What follows belongs to an exercise in optimizing a design on an open flow for small area, a short achievable clock period and few clock cycles; a production flow would make more cautious choices.
RTL that was checked went through simulation tests only; none was proved equivalent to the original.
No activity file was given, so power comes from the tool's default toggle rates.

==> flow/design.v (excerpt) <==
module grammar_token_scanner #(
    parameter int unsigned SOURCE_DEPTH = 65536
) (
    input  logic        aclk,
    input  logic        aresetn,
    input  logic        cfg_we,
    input  logic [15:0] cfg_wdata,
    input  logic        s_valid,
    output logic        s_ready,
    input  logic [7:0]  s_ch,
    input  logic        s_end_of_source,
    output logic        m_valid,
    input  logic        m_ready,
    output logic [3:0]  m_kind,
    output logic [15:0] m_line,
    output logic [15:0] m_start_res,
    output logic [15:0] m_length,
    output logic [1:0]  m_error_code,
    output logic        m_last_result
);
Settings: LEC_CHECK=0, ABC_AREA=1, CAP_MARGIN=20, CORE_MARGIN=2, CORE_UTILIZATION=40, CTS_BUF_LIST=sky130_fd_sc_hd__clkbuf_4 sky130_fd_sc_hd__clkbuf_8, SETUP_SLACK_MARGIN=3.0, SLEW_MARGIN=20; clock period 5.5 ns.
standard.sh (not shown) runs the stock make flow with config.mk's settings and CLKGATE_MAP_FILE= SYNTH_SCRIPT=/design/flow/synth_recipe.tcl, a recipe that flattens the netlist after the stock synthesis.
==> flow/flow/run.sh <==
#!/bin/bash
# The standard layout, with the port buffers made from sky130_fd_sc_hd__buf_1
# instead of the delay cell buffer_ports picks by default. ORFS writes each
# step's log under orfs/logs; make's own output goes to standard.log.
bash standard.sh BUFFER_PORTS_ARGS="-buffer_cell sky130_fd_sc_hd__buf_1" finish > standard.log 2>&1
The first run passed the timing, design-rule and antenna checks.
Testbench counts at the start, summed over its fixed seeds: cycles 24,756.
==> next run, changes <==
--- a/flow/design.v
+++ b/flow/design.v
@@ -78,15 +78,15 @@
     logic        o_vl;
     logic [1:0]  o_text_c;
     logic        q_valid;
     logic [2:0]  q_code;
     logic        f_pend;
     logic [15:0] line_reg;
-    logic [15:0] pos_reg;
     logic [15:0] ts_reg;
     logic [15:0] len_reg;
+    logic        in_text;
     logic [15:0] first_line_reg;
     logic        src_start;
     logic [7:0] n_ch;
     logic       n_eos;
     logic is_alpha, is_alnum, is_lf, is_quote, is_gt, is_dash, is_blank;
     logic [2:0] punct_code;
@@ -164,21 +164,23 @@
         n_qv    = (n_v0 & n_v1) | (n_v2 & (n_v0 | n_bub));
         n_qcode = n_v1 ? punct_code : 3'd0;
     end
     logic out_take, advance, consume, main_free, take, load;
     logic to_post, prep, new_src;
     logic [16:0] pos_inc, line_inc, len_inc;
-    assign pos_inc  = {1'b0, pos_reg} + 17'd1;
+    logic [17:0] pos_sum;
+    assign pos_sum  = {1'b0, ts_reg, in_text} + {1'b0, len_reg, in_text};
+    assign pos_inc  = pos_sum[17:1];
     assign line_inc = {1'b0, line_reg} + 17'd1;
     assign len_inc  = {1'b0, len_reg} + 17'd1;
     assign new_src  = load & (src_start | (consume & d_eos));
     logic        pos_sat;
     logic [15:0] pos_nx;
-    assign pos_sat = (pos_reg >= POS_MAX);
+    assign pos_sat = (POS_MAX == 16'hFFFF) ? pos_inc[16] : (pos_inc > {1'b0, POS_MAX});
     assign pos_nx  = (POS_MAX == 16'hFFFF) ? (pos_inc[15:0] | {16{pos_sat}})
-                                           : (pos_sat ? pos_reg : pos_inc[15:0]);
+                                           : (pos_sat ? POS_MAX : pos_inc[15:0]);
     assign m_valid       = o_valid;
     assign m_kind        = o_kind;
     assign m_error_code  = o_err;
     assign m_last_result = o_last;
     assign m_line        = line_reg;
     assign m_start_res   = o_text_c[0] ? ts_reg : 16'd0;
@@ -225,15 +227,15 @@
                 o_text <= 1'b0;
                     o_text_c <= 2'b00;
                 o_last <= 1'b1;
             end
         end
         if (new_src) begin
-            pos_reg <= 16'd0;
+            in_text <= 1'b0;
         end else if (consume && !d_eos) begin
-            pos_reg <= pos_nx;
+            in_text <= d_mode[1];
         end
         if (new_src) begin
             ts_reg  <= 16'd0;
             len_reg <= 16'd1;
         end else if (prep) begin
             if (d_id2 && !len_inc[16]) begin
Outcome: The changed run finished clean. Via count goes up by 5.4%. Routed wire length increases by 8.6%. Count of clock-buffer cells in the layout shrinks by 1. Non-clock buffer count climbs by 9. Total power is lower by 0.44%. Setup slack gains 0.0096 ns. Die area grows by 1.1%. Cell count came out higher by 3.3%. Cell area climbs by 4.2%. Sequential cell count fell by 15. Clock power rises by about 4%. Synthesized area came out higher by 1.1%.
For the second run of this note, only the layout was checked, not whether the RTL still works.

==> port drivers added, routing unchanged <==
The results above use ideal ports. As a check the final layouts listed here were re-extracted and re-timed, cells and wires unchanged.
Step 1: set_driving_cell puts a clkbuf_16 on aclk and a buf_2 on each other input, an assumption about the parent block.
Step 2 also shifts input and output timing later by t, the mid clock arrival at the registers, as if the neighbouring blocks saw the same clock.
Three values: ideal, step 1, step 2; two values: the first two.
| run | t, ns | setup slack, ns | worst setup path after step 2 |
|---|---|---|---|
| the first run | 0.415 | 2.969 / 2.928 / 2.733 | input to register |
| the second run | 0.417 | 2.979 / 2.947 / 2.720 | input to register |
After both steps setup and hold are still met in every run listed. The setup slack of the second run, which loses most, moves by -0.032 ns with the drivers and by -0.259 ns with both steps.
